What follows belongs to an exercise in optimizing a design on an open flow for small area and a short achievable clock period; a production flow would make more cautious choices.
Function was not checked in any run shown here: the RTL went through the layout flow alone.
Power and IR drop assume default switching activity.

$ cat flow/design.v
`timescale 1ns/1ps
module act_buffer (
  input  logic                clk,
  input  logic                reset,
  input  logic                wr_req_act_flag,
  input  logic [16-1:0] wr_data_act_flag,
  input  logic                wr_req_act,
  input  logic [8-1:0]   wr_data_act,
  input  logic [16-1:0] row_sel,
  input  logic [16-1:0] col_sel,
  output logic [16-1:0] first_flags,
  output logic [16-1:0] next_flags,
  output logic [8-1:0]   rd_data
);
  logic [16-1:0] flag_mem [16];
  logic [8-1:0]   act_mem  [16 * 16];
  logic [4-1:0]      wr_addr_act_flag;
  logic [8-1:0] wr_addr_act;
  logic flag_addr_zero;
  always_ff @(posedge clk or negedge reset) begin
    if (!reset) begin
      wr_addr_act_flag <= '0;
      flag_addr_zero   <= 1'b1;
    end else if (wr_req_act_flag) begin
      wr_addr_act_flag <= wr_addr_act_flag + 1'b1;
      flag_addr_zero   <= (wr_addr_act_flag == 4'(16 - 1));
    end
  end
  always_ff @(posedge clk) begin
    if (wr_req_act_flag) begin
      flag_mem[wr_addr_act_flag] <= wr_data_act_flag;
    end
  end
  always_ff @(posedge clk or negedge reset) begin
    if (!reset) begin
      wr_addr_act <= '0;
    end else if (wr_req_act) begin
      wr_addr_act <= wr_addr_act + 1'b1;
    end
  end
  always_ff @(posedge clk) begin
    if (wr_req_act) begin
      act_mem[wr_addr_act] <= wr_data_act;
    end
  end
  always_comb begin
    if (wr_req_act_flag && flag_addr_zero) begin
      first_flags = wr_data_act_flag;
    end else begin
      first_flags = flag_mem[0];
    end
  end
  always_ff @(posedge clk) begin
    logic [16-1:0] word;
    word = '0;
    for (int i = 0; i < 16; i++) begin
      word = word | ({16{row_sel[(i + 16 - 1) % 16]}} & flag_mem[i]);
    end
    next_flags <= word;
  end
  always_comb begin
    logic [8-1:0] row_word;
    rd_data = '0;
    for (int i = 0; i < 16; i++) begin
      row_word = '0;
      for (int c = 0; c < 16; c++) begin
        row_word = row_word | ({8{col_sel[c]}} & act_mem[i*16 + c]);
      end
      rd_data = rd_data | ({8{row_sel[i]}} & row_word);
    end
  end
endmodule
`timescale 1ns/1ps
module flag_scanner (
  input  logic [16-1:0] flags,
  output logic [16-1:0] lowest
);
  always_comb begin
    lowest[0] = flags[0];
    for (int i = 1; i < 16; i++) begin
      lowest[i] = flags[i] & ~(|(flags & 16'((1 << i) - 1)));
    end
  end
endmodule
`timescale 1ns/1ps
module row_sequencer (
  input  logic                clk,
  input  logic                reset,
  input  logic                start,
  input  logic                wait_state,
  input  logic [16-1:0] first_flags,
  input  logic [16-1:0] next_flags,
  input  logic [8-1:0]   rd_data,
  output logic [16-1:0] col_sel,
  output logic [16-1:0] row_sel,
  output logic                en,
  output logic [1:0]          state,
  output logic [4-1:0]   row_index,
  output logic [4-1:0]   act_index,
  output logic [8-1:0]   serial_out,
  output logic [5-1:0]   row_val_num,
  output logic                zero_flag,
  output logic                row_cal_done
);
  localparam logic [1:0] PREP = 2'd0;
  localparam logic [1:0] TRAN = 2'd1;
  localparam logic [1:0] WAIT = 2'd2;
  localparam logic [1:0] COMP = 2'd3;
  function automatic logic [11:0] nibble_counts(input logic [16-1:0] flags);
    logic [11:0] counts;
    for (int i = 0; i < 4; i++) begin
      counts[3*i +: 3] = 3'(flags[4*i]) + 3'(flags[4*i+1]) + 3'(flags[4*i+2]) + 3'(flags[4*i+3]);
    end
    nibble_counts = counts;
  endfunction
  function automatic logic [4-1:0] encode(input logic [16-1:0] onehot);
    logic [4-1:0] idx;
    idx = '0;
    for (int i = 0; i < 16; i++) begin
      if (onehot[i]) idx = idx | 4'(i);
    end
    encode = idx;
  endfunction
  logic in_prep, in_tran, in_wait, in_comp;
  logic go;
  logic leave;
  logic [1:0]          state_next;
  logic                rcd_next;
  logic [16-1:0] row_sel_next;
  logic                row_done;
  assign row_done = in_comp && leave;
  logic [16-1:0] remain;
  logic [16-1:0] remain_drop;
  logic                last_left;
  logic                step;
  assign remain_drop = remain & ~col_sel;
  assign last_left   = (remain_drop == '0);
  assign step        = in_comp ? !leave : !in_prep && !wait_state;
  always_comb begin
    state_next = PREP;
    if (in_prep) state_next = go ? TRAN : PREP;
    if (in_tran || in_wait) state_next = wait_state ? WAIT : COMP;
    if (in_comp) state_next = !leave ? COMP : (row_sel[16 - 1] ? PREP : TRAN);
  end
  assign rcd_next     = step && last_left;
  assign row_sel_next = row_done ? {row_sel[16-2:0], row_sel[16-1]} : row_sel;
  always_ff @(posedge clk or negedge reset) begin
    if (!reset) begin
      in_prep <= 1'b1;
      in_tran <= 1'b0;
      in_wait <= 1'b0;
      in_comp <= 1'b0;
      go      <= 1'b0;
      leave   <= 1'b1;
      row_sel <= 16'(1);
    end else begin
      in_prep <= (state_next == PREP);
      in_tran <= (state_next == TRAN);
      in_wait <= (state_next == WAIT);
      in_comp <= (state_next == COMP);
      go      <= start && (state_next == PREP);
      leave   <= rcd_next || (state_next != COMP);
      row_sel <= row_sel_next;
    end
  end
  logic [11:0] row_counts;
  logic        row_nonzero;
  assign zero_flag = ~row_nonzero;
  always_ff @(posedge clk or negedge reset) begin
    if (!reset) begin
      en           <= 1'b0;
      state        <= PREP;
      row_index    <= '0;
      row_cal_done <= 1'b0;
      row_val_num  <= '0;
      row_nonzero  <= 1'b0;
    end else begin
      en           <= start;
      state        <= state_next;
      row_index    <= encode(row_sel_next);
      row_cal_done <= rcd_next;
      if (in_tran) begin
        row_val_num <= (5'(row_counts[2:0]) + 5'(row_counts[5:3]))
                     + (5'(row_counts[8:6]) + 5'(row_counts[11:9]));
        row_nonzero <= (remain != '0);
      end
    end
  end
  logic [16-1:0] load_flags;
  logic [16-1:0] load_lowest;
  logic [16-1:0] drop_lowest;
  assign load_flags = in_prep ? first_flags : next_flags;
  flag_scanner i_load_scanner (
    .flags  (load_flags),
    .lowest (load_lowest)
  );
  flag_scanner i_drop_scanner (
    .flags  (remain_drop),
    .lowest (drop_lowest)
  );
  always_ff @(posedge clk) begin
    if (in_prep || row_done) begin
      remain  <= load_flags;
      col_sel <= load_lowest;
    end else if (step) begin
      remain  <= remain_drop;
      col_sel <= drop_lowest;
    end
  end
  always_ff @(posedge clk) begin
    if (in_prep || row_done) begin
      row_counts <= nibble_counts(load_flags);
    end
  end
  always_ff @(posedge clk) begin
    act_index  <= encode(col_sel);
    serial_out <= rd_data;
  end
endmodule
`timescale 1ns/1ps
module weight_buffer (
  input  logic                            clk,
  input  logic                            reset,
  input  logic                            wr_req_wei,
  input  logic [8-1:0]               wr_data_wei,
  output logic [8*9-1:0]  parallel_out
);
  logic                   wr_req_q;
  logic [8-1:0]      wr_data_q;
  logic [4-1:0] wr_addr_wei;
  always_ff @(posedge clk or negedge reset) begin
    if (!reset) begin
      wr_req_q <= 1'b0;
    end else begin
      wr_req_q <= wr_req_wei;
    end
  end
  always_ff @(posedge clk) begin
    wr_data_q <= wr_data_wei;
  end
  always_ff @(posedge clk or negedge reset) begin
    if (!reset) begin
      wr_addr_wei <= '0;
    end else if (wr_req_q) begin
      if (wr_addr_wei == 4'(9 - 1)) begin
        wr_addr_wei <= '0;
      end else begin
        wr_addr_wei <= wr_addr_wei + 1'b1;
      end
    end
  end
  always_ff @(posedge clk or negedge reset) begin
    if (!reset) begin
      parallel_out <= '0;
    end else if (wr_req_q) begin
      for (int i = 0; i < 9; i++) begin
        if (wr_addr_wei == 4'(i)) begin
          parallel_out[i*8 +: 8] <= wr_data_q;
        end
      end
    end
  end
endmodule
`timescale 1ns/1ps
module sparse_row_top (
  input  logic                            clk,
  input  logic                            reset,
  input  logic                            wr_req_act_flag,
  input  logic [16-1:0]                      wr_data_act_flag,
  input  logic                            wr_req_act,
  input  logic [8-1:0]               wr_data_act,
  input  logic                            wr_req_wei,
  input  logic [8-1:0]               wr_data_wei,
  input  logic                            start,
  input  logic                            wait_state,
  output logic                            en,
  output logic [1:0]                      state,
  output logic [4-1:0]               row_index,
  output logic [4-1:0]               act_index,
  output logic [8-1:0]               serial_out,
  output logic [5-1:0]               row_val_num,
  output logic                            zero_flag,
  output logic                            row_cal_done,
  output logic [8*9-1:0]  parallel_out
);
  logic [16-1:0] first_flags;
  logic [16-1:0] next_flags;
  logic [16-1:0] col_sel;
  logic [16-1:0] row_sel;
  logic [8-1:0]   rd_data;
  act_buffer i_act_buffer (
    .clk              (clk),
    .reset            (reset),
    .wr_req_act_flag  (wr_req_act_flag),
    .wr_data_act_flag (wr_data_act_flag),
    .wr_req_act       (wr_req_act),
    .wr_data_act      (wr_data_act),
    .row_sel          (row_sel),
    .col_sel          (col_sel),
    .first_flags      (first_flags),
    .next_flags       (next_flags),
    .rd_data          (rd_data)
  );
  row_sequencer i_row_sequencer (
    .clk          (clk),
    .reset        (reset),
    .start        (start),
    .wait_state   (wait_state),
    .first_flags  (first_flags),
    .next_flags   (next_flags),
    .rd_data      (rd_data),
    .col_sel      (col_sel),
    .row_sel      (row_sel),
    .en           (en),
    .state        (state),
    .row_index    (row_index),
    .act_index    (act_index),
    .serial_out   (serial_out),
    .row_val_num  (row_val_num),
    .zero_flag    (zero_flag),
    .row_cal_done (row_cal_done)
  );
  weight_buffer i_weight_buffer (
    .clk          (clk),
    .reset        (reset),
    .wr_req_wei   (wr_req_wei),
    .wr_data_wei  (wr_data_wei),
    .parallel_out (parallel_out)
  );
endmodule
$ cat flow/run.sh
#!/bin/bash
# synth_recipe.tcl (not shown) runs the flow's synth.tcl, then flattens the netlist and writes it again
# the make line also repeats each setting of config.mk as NAME=value (left out here)
make -C /OpenROAD-flow-scripts/flow DESIGN_CONFIG=/design/flow/config.mk WORK_HOME=/design/flow/orfs CLKGATE_MAP_FILE= SYNTH_SCRIPT=/design/flow/synth_recipe.tcl finish
$ cat flow/config.mk
export PLATFORM = sky130hd
export DESIGN_NAME = sparse_row_top
export DESIGN_NICKNAME = sparse_row_top
export VERILOG_FILES = /design/flow/design.v
export SDC_FILE = /design/flow/constraint.sdc
export NUM_CORES = 4
export LEC_CHECK = 0
export CAP_MARGIN = 20
export CORE_MARGIN = 2
export CORE_UTILIZATION = 60
export CTS_CLUSTER_DIAMETER = 120
export CTS_CLUSTER_SIZE = 24
export SETUP_SLACK_MARGIN = 4.8
export SLEW_MARGIN = 20
$ cat flow/constraint.sdc
create_clock -name core_clock -period 7.5 [get_ports {clk}]
set_input_delay 1.5000 -clock core_clock [delete_from_list [all_inputs] [get_ports {clk}]]
set_output_delay 1.5000 -clock core_clock [all_outputs]
set_load 0.01 [all_outputs]
==> results of run 1 <==
## routing by layer
layer	wire [um]	GRT usage, %	share of wire [%]
met2	141400	57.87	44
met1	114300	56.77	36
met4	16110	17.11	5.0
met5	59	0	0.018
met3	48620	10.56	15
## area by class of cell
cell class / instances / area (um2)
multi-input cells: 2299 / 19980
clock buffers: 212 / 3263
repair buffers: 504 / 6459
diodes: 9 / 22.52
well taps: 2030 / 2540
flip-flops and latches: 2509 / 74400
fillers: 9709 / 45250
inverters: 31 / 118.9
clock inverters: 3 / 41.29
## kinds of logic (layout without fill, tap and decap cells)
family | after synthesis | count (layout)
flip-flops | 2509 | 2509
XOR/XNOR | 15 | 15
buffers and inverters | 366 | 750
adder cells (fa/ha/maj) | 39 | 39
other | 0 | 9
AND/OR/NAND/NOR | 823 | 824
AO/OA/AOI/OAI | 1331 | 1331
multiplexers | 90 | 90
## worst min path at each step
stage / end / slack, ns / cells after the start
2_1_floorplan: i_act_buffer.next_flags[15] / 0.44 / 2
3_3_place_gp: i_act_buffer.next_flags[13] / 0.46 / 2
3_5_place_dp: i_act_buffer.next_flags[4] / 0.46 / 2
4_1_cts: i_act_buffer.next_flags[15] / 0.49 / 2
5_1_grt: i_act_buffer.next_flags[15] / 0.50 / 2
6_report: i_act_buffer.next_flags[5] / 0.48 / 2
## per-stage QoR
| stage | hold WS [ns] | area, um2 | instances | power (uW) | setup slack, ns |
|---|---|---|---|---|---|
| floorplan | 0.4433 | 93300 | 5173 | 21200 | 4.143 |
| global placement | 0.4552 | 97030 | 7113 | 24810 | 2.952 |
| detailed placement | 0.4633 | 97060 | 7114 | 24900 | 2.913 |
| CTS | 0.4855 | 105000 | 7511 | 34590 | 4.433 |
| global route | 0.5047 | 106800 | 7589 | 36640 | 4.530 |
| finish | 0.4825 | 106800 | 7597 | 35990 | 4.435 |
## sequential cells by signal, indices dropped and copies added (netlist names), 5 cells and up
signal / flops
i_act_buffer.act_mem: 2048
i_act_buffer.flag_mem: 256
i_weight_buffer.parallel_out: 72
i_act_buffer.next_flags: 16
i_row_sequencer.col_sel: 16
i_row_sequencer.row_sel: 16
i_row_sequencer.remain: 15
i_row_sequencer.row_counts: 12
i_act_buffer.wr_addr_act: 8
i_row_sequencer.serial_out: 8
i_weight_buffer.wr_data_q: 8
i_row_sequencer.row_val_num: 5
## layout by cell type, fill, tap and decap left out, types with 26 or more instances in the layout
master and instances:
dfxtp_1 27, buf_4 200, inv_1 26, nor2_4 211
buf_16 46, a221oi_2 129, a22oi_1 499, dfrtp_1 118
a221oi_1 184, o21ai_2 42, clkbuf_1 96, buf_2 68
mux2_2 77, bufbuf_16 26, buf_12 53, edfxtp_1 2347
nor2_2 46, nor2_1 52, buf_6 63, nand2_1 95
clkbuf_16 131, o21ai_0 32, a22o_1 317, nand3_1 135
nand4_1 149
## critical path, cell delays in order, from the launching register on
cell and delay (ns):
edfxtp_1 0.48, clkbuf_16 0.23, buf_4 0.27, a221oi_4 0.38
nand3_1 0.15, o21ai_2 0.24, nand4_1 0.46, or4_4 0.70
## where the power goes
part	internal (uW)	switching, uW	total, uW	leakage (uW)
clock	2960	4260	7220	0.00156
sequential	16000	454	16500	0.0230
combinational	4320	7990	12300	0.00919
## timing repair
item | in CTS | in global routing
endpoints found under the hold margin | 0 | 0
setup buffers | 127 | 60
gates resized for setup | 1012 | 223
endpoints found under the setup margin | 2227 | 475
pin swaps | 110 | 99
cloned | 55 | 17
==> results.cfg, run 1 <==
[logic_synthesis]
ys_seq_area_share_pct = 80.91
ys_top_cells_by_count = edfxtp_1 (2,347), a22oi_1 (522), a22o_1 (326), a221oi_1 (324), nor2_1 (309)
ys_ff_latch = 2509
synth_area_um2 = 91900
synthTopCellsByArea = edfxtp_1 (77%), a22oi_1 (4.3%), dfrtp_1 (3.3%)
synth.mux.area_fraction_pct = 1.085
synth_top_cell_by_area = edfxtp_1
synth_compound_area_share_pct = 11.50
synth.most_common_cell = edfxtp_1
synth_xor_xnor_area_share_pct = 0.1430
synthSimpleGateAreaFrac_pct = 4.271
synth_area_per_cell_um2 = 17.77
yosys.area.top_type_share_pct = 76.69
synth_fa_ha_area_share_pct = 0.5882
syn_inst = 5173
syn-num-nets = 5251
synth_warnings = 4
synth_edf_count = 2347
synth_ff_type = edfxtp_1
synth_top_family_by_area = compound AO/OA/AOI/OAI gates
synth_cell_types = 58
synthArstFlopShare_pct = 5.022

[setup_path]
crit_path_end_kind = register
cp-endpoint = i_row_sequencer.serial_out[7]
reg2regPathDepth = 7
worstSetupStartpointType = register
reg2reg_from = i_row_sequencer.col_sel[2]
cp_data_required_time_ns = 8.14
critPathLaunch = i_row_sequencer.col_sel[2]
cp.arrival_ns = 3.70
reg2reg_to = i_row_sequencer.serial_out[7]
crit_fanout = 6
crit_type = reg2reg
reg2reg_slack_ns = 4.44

[layout]
nets = 5537
area_delta_synth_final_pct = 16.25
final_core_util_pct = 70.24
drive_gt1_share_pct = 23.25

[cts]
cts.clk_slew.worst_paths_ns = 0.10
cts_hold_buf = 0
clock-sinks = 2509
cts_tree = yes
clock_path_buffers = 3
h-tree-depth = 3
cts_root_buf = clkbuf_16
cts_buffers = 114
clk_latency_ns = 0.79

[detailed_routing]
avgRoutedWirePerCell_um = 42.19
vias = 56389
firstDrtPassIters = 8
drtAntennaViolNets = 0
finalWirelength_um = 320500
via_per_inst = 7.423
drc = 0
drtIter0Drc = 10476

[timing]
fmax_mhz = 326.3
fin_crit_sh_pct = 40.86
finalHoldViolCount = 0
setup_viol = 0
finalMaxSlewViolations = 0
tightest_slew_ns = 1.259
period_needed_ns = 3.065
rsz0062_at_grt = yes
clock_skew_ns = 0.04315
tns_ns = 0
slew_headroom_pct = 16.05

[run_status]
status = no timing/DRC/antenna violations

[global_route]
grtUsageTotal_pct = 39.57
grt_pass1_wl_um = 427300
overflow = 0
grt_pass1_vias = 52517
antenna_found_initial = 13
grt_max_degree = 169

[hold_path]
hold_start = i_act_buffer.flag_mem[12][5]
hp-class = reg2reg

[die]
fp.dieArea_um2 = 156300
io_pins = 137
start_util_pct = 60.43
die_h_um = 395.4
core-area_um2 = 152100
rows = 143
die-width_um = 395.4

[placement]
gp_congestion = 0.8763
portBuffers = 136
dp_hpwl_um = 156800

[pwr]
p_per_area_nw_per_um2 = 336.9
power.leakage_uw = 0.03379
peakVddDrop_mv = 0.2394

[job]
cap_violations = 0
==> run 2, diff against run 1 <==
--- a/flow/design.v
+++ b/flow/design.v
@@ -8,4 +8,5 @@
   input  logic [8-1:0]   wr_data_act,
   input  logic [16-1:0] row_sel,
+  input  logic [16-1:0] row_sel_next,
   input  logic [16-1:0] col_sel,
   output logic [16-1:0] first_flags,
@@ -59,14 +60,25 @@
     next_flags <= word;
   end
-  always_comb begin
-    logic [8-1:0] row_word;
-    rd_data = '0;
-    for (int i = 0; i < 16; i++) begin
-      row_word = '0;
-      for (int c = 0; c < 16; c++) begin
-        row_word = row_word | ({8{col_sel[c]}} & act_mem[i*16 + c]);
+  logic [8-1:0] row_buf [16];
+  always_ff @(posedge clk) begin
+    for (int c = 0; c < 16; c++) begin
+      logic [8-1:0] word;
+      word = '0;
+      for (int i = 0; i < 16; i++) begin
+        word = word | ({8{row_sel_next[i]}} & act_mem[i*16 + c]);
       end
-      rd_data = rd_data | ({8{row_sel[i]}} & row_word);
+      row_buf[c] <= word;
+    end
+  end
+  always_comb begin
+    logic [8-1:0] from_buf;
+    logic [8-1:0] from_row0;
+    from_buf  = '0;
+    from_row0 = '0;
+    for (int c = 0; c < 16; c++) begin
+      from_buf  = from_buf  | ({8{col_sel[c]}} & row_buf[c]);
+      from_row0 = from_row0 | ({8{col_sel[c]}} & act_mem[c]);
     end
+    rd_data = row_sel[0] ? from_row0 : from_buf;
   end
 endmodule
@@ -94,4 +106,5 @@
   output logic [16-1:0] col_sel,
   output logic [16-1:0] row_sel,
+  output logic [16-1:0] row_sel_next,
   output logic                en,
   output logic [1:0]          state,
@@ -127,5 +140,4 @@
   logic [1:0]          state_next;
   logic                rcd_next;
-  logic [16-1:0] row_sel_next;
   logic                row_done;
   assign row_done = in_comp && leave;
@@ -288,4 +300,5 @@
   logic [16-1:0] col_sel;
   logic [16-1:0] row_sel;
+  logic [16-1:0] row_sel_next;
   logic [8-1:0]   rd_data;
   act_buffer i_act_buffer (
@@ -297,4 +310,5 @@
     .wr_data_act      (wr_data_act),
     .row_sel          (row_sel),
+    .row_sel_next     (row_sel_next),
     .col_sel          (col_sel),
     .first_flags      (first_flags),
@@ -312,4 +326,5 @@
     .col_sel      (col_sel),
     .row_sel      (row_sel),
+    .row_sel_next (row_sel_next),
     .en           (en),
     .state        (state),
==> run 2 against run 1 <==
Now fails the layout checks on max-slew violations. Synthesized cell count increased by 1.3%. Total power decreased by 17%. Design area increased by 6.7%. Routed wire length increased by 19%. Maximum frequency decreased by 1.9%. Clock-buffer cell count increased by 6. Global-route usage increased by 4.3 points. First-iteration DRC count increased by 22%. Critical path type unchanged.
==> results.cfg, run 2 <==
[hold_path]
hold_start = i_act_buffer.flag_mem[8][7]
hold_path_end = i_act_buffer.next_flags[7]
holdPathStages = 2
hp-class = reg2reg

[timing]
layout_setup_ws_ns = 4.375
whs_ns = 0.4792
rsz0062_at_grt = yes
setup_viol = 0
fin_crit_sh_pct = 41.67
finalMaxSlewViolations = 1
finalHoldViolCount = 0
period_needed_ns = 3.125
tns_ns = 0
fmax_mhz = 320.0
tightest_slew_ns = 1.549
clock_skew_ns = 0.03897
slew_headroom_pct = -3.245

[setup_path]
crit_fanout = 18
cp_cell_sequence = buf_4 > a22oi_1 > nand4_1 > nor2_1 > a31oi_1
crit_type = reg2reg
reg2regPathDepth = 5
cpPeakStageDelay_ns = 1.24
reg2reg_to = i_row_sequencer.serial_out[0]
crit_buf_inv = 1
worstSetupStartpointType = register
reg2reg_from = i_row_sequencer.col_sel[6]
cpLargestDelayFamily = compound AO/OA/AOI/OAI gates
cp.arrival_ns = 3.69
crit_path_end_kind = register
cp_data_required_time_ns = 8.06
reg2reg_slack_ns = 4.37
crit_slowest_cell = a22oi_1

[logic_synthesis]
ys_top_cells_by_count = edfxtp_1 (2,347), a22o_1 (589), a221oi_1 (587), nor2_1 (302), clkbuf_1 (269)
ys_ff_latch = 2637
synthArstFlopShare_pct = 4.778
ys_seq_area_share_pct = 80.66
syn-num-nets = 5319
synth_area_per_cell_um2 = 18.20
synthTopCellsByArea = edfxtp_1 (74%), a22o_1 (5.4%), a221oi_1 (5.4%)
syn_inst = 5241
synth_cell_types = 64
synth_ff_type = edfxtp_1
synth_edf_count = 2347
synth_warnings = 5
synth.most_common_cell = edfxtp_1
yosys.area.top_type_share_pct = 73.90
synth_area_um2 = 95370
synth_top_cell_by_area = edfxtp_1

[placement]
pre_cts_slack_ns = 2.640
portBuffers = 136
placed_area_um2 = 100800
dp_hpwl_um = 180100
gp_congestion = 0.9551

[layout]
final_common_cell = edfxtp_1
fillCellCount = 9606
final_cell_area_um2 = 114000
largest_register = i_act_buffer.act_mem
seq_area_um2 = 76970
area_delta_synth_final_pct = 19.55
largest_register_ffs = 2048
multiInputGateArea_um2 = 24180
reg_top3 = i_act_buffer.act_mem: 2048 flops, i_act_buffer.flag_mem: 256 flops, i_act_buffer.row_buf: 128 flops
layout_common_cells = edfxtp_1 (2,347), a22o_1 (554), a221oi_2 (276)
drive_gt1_share_pct = 27.61
nets = 5707

[die]
core-area_um2 = 158200
io_pins = 137
die-width_um = 402.7
fp.dieArea_um2 = 162100
rows = 146
die_h_um = 402.7
start_util_pct = 60.28

[detailed_routing]
drtAntennaViolNets = 0
drc = 0
drtIter0Drc = 12822
firstDrtPassIters = 17
via_per_inst = 7.924
finalWirelength_um = 379900
avgRoutedWirePerCell_um = 48.49
vias = 62083

[pwr]
p_per_area_nw_per_um2 = 260.6
p_total_uw = 29710
power.leakage_uw = 0.03648
peakVddDrop_mv = 0.3246

[global_route]
grt_max_degree = 167
grt_pass1_wl_um = 481100
antenna_found_initial = 43
overflow = 0
grtUsageTotal_pct = 43.88
grt_pass1_vias = 55928

[cts]
cts.clk_slew.worst_paths_ns = 0.10
clock-sinks = 2637
cts_buffers = 119
cts_tree = yes
clk_latency_ns = 0.81
cts_root_buf = clkbuf_16
clock_path_buffers = 3
h-tree-depth = 3

[job]
cap_violations = 0

[run_status]
so_faults = max-slew violations
status = failed layout checks
## run 2: cell count changes after synthesis, moves of 93 or more
| cell | previous run | this run |
|---|---|---|
| nand3_1 | 166 | 73 |
| a22oi_1 | 522 | 74 |
| a22o_1 | 326 | 589 |
| dfxtp_1 | 36 | 164 |
| o21ai_0 | 114 | 20 |
| a221oi_1 | 324 | 587 |
## run 2: report_power, final
part	total (uW)	internal [uW]	switching (uW)
sequential	17100	16700	442
clock	7610	3050	4550
combinational	4980	1700	3270
total	29700	21400	8270
## run 2: cell type report
type,instances,share of cell area [%]
multi-input combinational,2299,21.21
antenna,30,0.06585
clock inverter,7,0.08889
clock buffer,218,2.938
timing repair buffer,538,5.797
sequential,2637,67.51
inverter,34,0.1163
tap,2072,2.274
## run 2: how the worst max path moves through the flow
stage	startpoint	end	slack, ns	cells after the start
3_5_place_dp	wr_req_act	i_act_buffer.act_mem[49][6]	2.64	5
6_report	i_row_sequencer.col_sel[6]	i_row_sequencer.serial_out[0]	4.37	5
2_1_floorplan	wr_req_act_flag	i_row_sequencer.row_counts[4]	4.26	7
5_1_grt	i_row_sequencer.leave	i_act_buffer.row_buf[1][3]	4.50	8
4_1_cts	i_row_sequencer.row_val_num[4]	row_val_num[4]	4.57	1
3_3_place_gp	wr_req_act	i_act_buffer.act_mem[49][1]	2.69	5
## run 2: through the flow
step,util [%],cells
floorplan,-,5241
detailed placement,63.71,7201
finish,72.07,7835
CTS,69.07,7626
global route,72.03,7811
global placement,63.71,7201
## run 2: layer usage
metal,wire [um],share of wire [%],GRT usage (%),vias up
met1,124500,33,59.48,30971
met3,66780,18,16.42,1642
li1,-,-,-,22854
met2,154800,41,60.91,6582
met5,542,0.14,0.5650,-
met4,33390,8.8,26.24,34
## run 2: cells by family (layout without fill, tap and decap cells)
family / Yosys count / after routing / share of synthesized area [%]
DFF: 2637 / 2637 / 80.66
AOI/OAI and AO/OA: 1357 / 1358 / 12.28
and+or+nand+nor: 706 / 712 / 3.562
buffers and inverters: 390 / 797 / 1.641
muxes: 96 / 174 / 1.141
adders and majority gates: 39 / 39 / 0.5668
xor gates and xnor gates: 16 / 16 / 0.1470
other: 0 / 30 / 0
## run 2: repair_timing
item / 4_1_cts / 5_1_grt
resized for setup: 927 / 387
setup buffers: 113 / 139
hold buffers: 0 / 0
setup endpoints to repair: 2469 / 743
cloned: 87 / 40
pin swaps: 74 / 168
## run 2: worst min-delay path, stage by stage (launching register included)
cell and delay [ns]:
edfxtp_1 0.33, a221oi_1 0.08, nand4_1 0.06

==> port drivers added, routing unchanged <==
How much do the figures lean on ideal ports? The routed layouts below were timed once more, with nothing changed but the port constraints.
Step 1 assumes that a clkbuf_16 drives the clock port and a buf_2 every other input.
Step 2 times the ports against the registers' clock, not the clock port: input delays grow and output delays shrink by t, the midpoint of the rising clock arrivals with the driver on.
Three values: ideal, step 1, step 2; two values: the first two.
run | t, ns | setup WS [ns] | hold WS [ns] | worst data-port slew with drivers (ns)
run 1 | 0.861 | 4.435 / 4.435 / 3.823 | 0.483 / 0.483 / 0.483 | 0.08
run 2 | 0.875 | 4.375 / 4.375 / 3.778 | 0.479 / 0.479 / 0.479 | 0.09
The setup slack of run 1, which loses most, moves by 0.000 ns with the drivers and by -0.612 ns with both steps.
